Context: an optimization exercise on an open-source flow, tuned for small area, a short achievable clock period and few clock cycles. The choices shown serve that exercise and are no tape-out recipe. The RTL was checked by simulation tests, not by an equivalence proof against the original design. No activity file was given, so power comes from the tool's default toggle rates.

## old
==> flow/design.v <==
package puf_pkg;
  localparam int unsigned C_IOSCNUM_DEF      = 48;
  localparam int unsigned C_IOSCDWIDTH_DEF   = 24;
  localparam int unsigned C_OIDWIDTH_DEF     = 24;
  localparam int unsigned C_MEMDATAWIDTH_DEF = 8;
  localparam int unsigned C_MEMADDRWIDTH_DEF = 24;
  localparam int unsigned C_CHALBASE_DEF     = 0;
  localparam int unsigned C_IDXW = $clog2(C_IOSCNUM_DEF);
endpackage
module cnt_regfile #(
  parameter int unsigned N  = puf_pkg::C_IOSCNUM_DEF,
  parameter int unsigned DW = puf_pkg::C_IOSCDWIDTH_DEF,
  parameter int unsigned IW = puf_pkg::C_IDXW
) (
  input  logic                   I_sclk,
  input  logic [(N+7)/8-1:0]     I_wr_hi,    
  input  logic [7:0]             I_wr_lo,
  input  logic [DW-1:0]          I_wr_data,
  input  logic [(N+7)/8-1:0]     I_rd_hi,    
  input  logic [7:0]             I_rd_lo,
  output logic [DW-1:0]          O_rd_data
);
  logic [N-1:0][DW-1:0] cnt_q;
  logic [DW-1:0]        rd;
  for (genvar i = 0; i < N; i++) begin : g_cnt
    always_ff @(posedge I_sclk) begin
      if (I_wr_hi[i / 8] && I_wr_lo[i % 8]) cnt_q[i] <= I_wr_data;
    end
  end
  always_comb begin
    rd = '0;
    for (int i = 0; i < N; i++)
      rd = rd | (cnt_q[i] & {DW{I_rd_hi[i / 8] & I_rd_lo[i % 8]}});
  end
  always_ff @(posedge I_sclk) O_rd_data <= rd;
endmodule
module puf_resp_gen #(
  parameter int unsigned C_IOSCNUM      = puf_pkg::C_IOSCNUM_DEF,
  parameter int unsigned C_IOSCDWIDTH   = puf_pkg::C_IOSCDWIDTH_DEF,
  parameter int unsigned C_OIDWIDTH     = puf_pkg::C_OIDWIDTH_DEF,
  parameter int unsigned C_MEMDATAWIDTH = puf_pkg::C_MEMDATAWIDTH_DEF,
  parameter int unsigned C_MEMADDRWIDTH = puf_pkg::C_MEMADDRWIDTH_DEF,
  parameter int unsigned C_CHALBASE     = puf_pkg::C_CHALBASE_DEF
) (
  input  logic                      I_sclk,
  input  logic                      I_rst,
  input  logic                      I_cnt_valid,
  input  logic [puf_pkg::C_IDXW-1:0]         I_cnt_idx,
  input  logic [C_IOSCDWIDTH-1:0]   I_cnt_data,
  output logic                      O_cnt_ready,
  input  logic                      I_start,
  output logic                      O_busy,
  output logic [C_MEMADDRWIDTH-1:0] O_mem_addr,
  input  logic [C_MEMDATAWIDTH-1:0] I_mem_data,
  output logic [C_OIDWIDTH-1:0]     O_prim_id,
  output logic                      O_id_valid,
  output logic                      O_err
);
  localparam int unsigned IW = puf_pkg::C_IDXW;
  localparam int unsigned CW = $clog2(C_IOSCNUM + 1);
  localparam int unsigned NB = 2 * C_OIDWIDTH;    
  localparam logic [IW-1:0] LAST_A = NB - 1;
  localparam logic [CW-1:0] N_ALL  = C_IOSCNUM;
  localparam logic [CW-1:0] N_ONE  = C_IOSCNUM - 1;
  localparam logic [CW-1:0] N_TWO  = C_IOSCNUM - 2;
  logic          busy_q, id_valid_q, err_q;
  logic          fetch_q, m_v_q, r_v_q, x_v_q;
  logic [IW-1:0] addr_q;
  logic [C_IOSCNUM-1:0] loaded_q;
  logic [CW-1:0]        nld_q;
  logic                 new_q, full, one;
  logic          m_odd_q, r_odd_q, r_bad_q, a_bad_q;
  logic [7:0]    m_hi_q, m_lo_q;
  logic [C_IOSCDWIDTH-1:0] rd_q, a_q;
  logic [C_OIDWIDTH-1:0]   id_q;
  logic idle, run_end, wr_in, wr_oob, wr_new, all_in, start_acc, shift, cmp_bit;
  logic [C_IOSCNUM-1:0] wmask, loaded_d;
  localparam int unsigned NH = (C_IOSCNUM + 7) / 8;
  logic [NH-1:0]           whi_q;
  logic [7:0]              wlo_q;
  logic [C_IOSCDWIDTH-1:0] wdata_q;
  assign idle    = ~(fetch_q | m_v_q | r_v_q | x_v_q);
  assign run_end = r_v_q & ~m_v_q;
  assign wr_in  = I_cnt_valid & idle;
  assign wr_oob = wr_in & ({1'b0, I_cnt_idx} >= C_IOSCNUM);
  always_comb begin
    wmask = '0;
    for (int i = 0; i < C_IOSCNUM; i++) wmask[i] = wr_in & (I_cnt_idx == i);
  end
  assign wr_new = |(wmask & ~loaded_q);
  assign full   = (nld_q == N_ALL) | (nld_q == N_ONE & new_q);
  assign one    = (nld_q == N_ONE & ~new_q) | (nld_q == N_TWO & new_q);
  logic [IW-1:0] miss_idx;
  always_comb begin
    miss_idx = '0;
    for (int i = 0; i < C_IOSCNUM; i++)
      if (!loaded_q[i]) miss_idx = miss_idx | IW'(i);
  end
  assign all_in = full | (one & wr_in & (I_cnt_idx == miss_idx));
  assign start_acc = idle & I_start & all_in;
  assign loaded_d = run_end ? '0 : (loaded_q | wmask);
  assign shift   = r_v_q & r_odd_q;
  assign cmp_bit = ~a_bad_q & ~r_bad_q & (a_q > rd_q);
  cnt_regfile #(
    .N  (C_IOSCNUM),
    .DW (C_IOSCDWIDTH),
    .IW (IW)
  ) u_cnt_regfile (
    .I_sclk    (I_sclk),
    .I_wr_hi   (whi_q),
    .I_wr_lo   (wlo_q),
    .I_wr_data (wdata_q),
    .I_rd_hi   (m_hi_q[NH-1:0]),
    .I_rd_lo   (m_lo_q),
    .O_rd_data (rd_q)
  );
  always_ff @(posedge I_sclk) begin
    for (int j = 0; j < 8; j++) wlo_q[j] <= I_cnt_idx[2:0] == j;
    wdata_q <= I_cnt_data;
    for (int j = 0; j < 8; j++) begin
      m_hi_q[j] <= I_mem_data[5:3] == j;
      m_lo_q[j] <= I_mem_data[2:0] == j;
    end
    m_odd_q <= ~addr_q[0];
    r_odd_q <= m_odd_q;
    r_bad_q <= |m_hi_q[7:NH];
    a_q     <= rd_q;
    a_bad_q <= r_bad_q;
  end
  always_ff @(posedge I_sclk or posedge I_rst) begin
    if (I_rst) begin
      busy_q     <= 1'b0;
      id_valid_q <= 1'b0;
      err_q      <= 1'b0;
      fetch_q    <= 1'b0;
      m_v_q      <= 1'b0;
      r_v_q      <= 1'b0;
      x_v_q      <= 1'b0;
      addr_q     <= '0;
      loaded_q   <= '0;
      nld_q      <= '0;
      new_q      <= 1'b0;
      whi_q      <= '0;
      id_q       <= '0;
    end else begin
      fetch_q    <= start_acc | (fetch_q & (addr_q != '0));
      m_v_q      <= fetch_q;
      r_v_q      <= m_v_q;
      x_v_q      <= r_v_q;
      id_valid_q <= run_end;
      busy_q     <= start_acc | fetch_q | m_v_q | r_v_q;
      loaded_q <= loaded_d;
      nld_q    <= run_end ? '0 : nld_q + CW'(new_q);
      new_q    <= wr_new;
      for (int j = 0; j < NH; j++) whi_q[j] <= wr_in & (I_cnt_idx[5:3] == j);
      if (idle) begin
        if (I_start) err_q <= all_in ? wr_oob : 1'b1;
        else if (wr_oob) err_q <= 1'b1;
      end else if (shift && (a_bad_q || r_bad_q)) begin
        err_q <= 1'b1;
      end
      if (addr_q != '0 && addr_q != LAST_A) addr_q <= addr_q + 1'b1;
      else                                  addr_q <= IW'(start_acc);
      if (shift) id_q <= {cmp_bit, id_q[C_OIDWIDTH-1:1]};
    end
  end
  assign O_cnt_ready = ~busy_q;
  assign O_busy      = busy_q;
  assign O_mem_addr  = C_MEMADDRWIDTH'(addr_q);
  assign O_prim_id   = id_q;
  assign O_id_valid  = id_valid_q;
  assign O_err       = err_q;
endmodule
Settings: LEC_CHECK=0, CAP_MARGIN=20, CORE_MARGIN=2, CORE_UTILIZATION=55, CTS_CLUSTER_DIAMETER=90, CTS_CLUSTER_SIZE=25, SETUP_SLACK_MARGIN=4.0, SLEW_MARGIN=20; clock period 6.5 ns.
run.sh (not shown) runs the stock make flow with config.mk's settings and CLKGATE_MAP_FILE= SYNTH_SCRIPT=/design/flow/synth_recipe.tcl, a recipe that flattens the netlist after the stock synthesis.
Testbench counts of old, summed over its fixed seeds: cycles 19,008.
Modified inputs, new compared to old
--- a/flow/design.v
+++ b/flow/design.v
@@ -17,6 +17,5 @@
   input  logic [7:0]             I_wr_lo,
   input  logic [DW-1:0]          I_wr_data,
-  input  logic [(N+7)/8-1:0]     I_rd_hi,    
-  input  logic [7:0]             I_rd_lo,
+  input  logic [N-1:0]           I_rd_sel,   
   output logic [DW-1:0]          O_rd_data
 );
@@ -31,5 +30,5 @@
     rd = '0;
     for (int i = 0; i < N; i++)
-      rd = rd | (cnt_q[i] & {DW{I_rd_hi[i / 8] & I_rd_lo[i % 8]}});
+      rd = rd | (cnt_q[i] & {DW{I_rd_sel[i]}});
   end
   always_ff @(posedge I_sclk) O_rd_data <= rd;
@@ -71,5 +70,6 @@
   logic                 new_q, full, one;
   logic          m_odd_q, r_odd_q, r_bad_q, a_bad_q;
-  logic [7:0]    m_hi_q, m_lo_q;
+  logic [C_IOSCNUM-1:0] m_sel_q;
+  logic                 m_bad_q;
   logic [C_IOSCDWIDTH-1:0] rd_q, a_q;
   logic [C_OIDWIDTH-1:0]   id_q;
@@ -111,6 +111,5 @@
     .I_wr_lo   (wlo_q),
     .I_wr_data (wdata_q),
-    .I_rd_hi   (m_hi_q[NH-1:0]),
-    .I_rd_lo   (m_lo_q),
+    .I_rd_sel  (m_sel_q),
     .O_rd_data (rd_q)
   );
@@ -118,11 +117,9 @@
     for (int j = 0; j < 8; j++) wlo_q[j] <= I_cnt_idx[2:0] == j;
     wdata_q <= I_cnt_data;
-    for (int j = 0; j < 8; j++) begin
-      m_hi_q[j] <= I_mem_data[5:3] == j;
-      m_lo_q[j] <= I_mem_data[2:0] == j;
-    end
+    for (int j = 0; j < C_IOSCNUM; j++) m_sel_q[j] <= I_mem_data[IW-1:0] == j;
+    m_bad_q <= {1'b0, I_mem_data[IW-1:0]} >= C_IOSCNUM;
     m_odd_q <= ~addr_q[0];
     r_odd_q <= m_odd_q;
-    r_bad_q <= |m_hi_q[7:NH];
+    r_bad_q <= m_bad_q;
     a_q     <= rd_q;
     a_bad_q <= r_bad_q;
Findings:
Re share of the yosys chip area belonging to registers: new and old aren't equal, and the higher value belongs to new.
Initial antenna violation count: new vs old down 7
Of new and old, old shows the higher largest net degree at the start of global routing, with new below it.
Between old and new, the flow reports non-clock buffer count decreasing by more than 10%.
Measured against each other, new and old differ in area fraction in compound gates after synthesis, the higher figure coming from old.
The routed via count divided by cell count reported for new is smaller than that of old by about 1.3%.
Number of diodes: new vs old down 2
Least setup slack across all paths after layout (lower): new
From old to new the numbers moved as follows: non-clock buffer contribution to total cell area -1.4 points; overall power of the completed layout -0.38 mW; die width ~0 delta; portion of total power attributed to the clock network +1.2 points.
old -> new: number of cells in the finished layout apart from fillers decreased by a few percent
Testbench counts of new, summed over its fixed seeds: cycles 19,008.

[port drivers added, routing unchanged]
No port has a modelled driver above. Below, the same layouts with a new extraction and two added sets of constraints. Step 1 sets driving cells, clkbuf_16 on the clock port and buf_2 on the other inputs (assumed; they add their load-dependent delay and slew). Step 2, shift: input delay + t, output delay - t, t = (earliest + latest rising clock arrival at the registers) / 2. This alone moves slack from input paths to output paths. Three values: ideal, step 1, step 2; two values: the first two.
| run | t (ns) | setup slack, ns | hold slack, ns | slew at the worst register clock pin (ns) |
|---|---|---|---|---|
| old | 0.758 | 3.946 / 3.877 / 3.274 | 0.336 / 0.336 / 0.336 | 0.11 / 0.11 |
| new | 0.758 | 3.926 / 3.872 / 3.346 | 0.339 / 0.339 / 0.339 | 0.11 / 0.11 |
After both steps setup and hold are still met in every run listed. For old, which loses most, drivers alone change the setup slack by -0.069 ns; drivers and shift together by -0.672 ns.
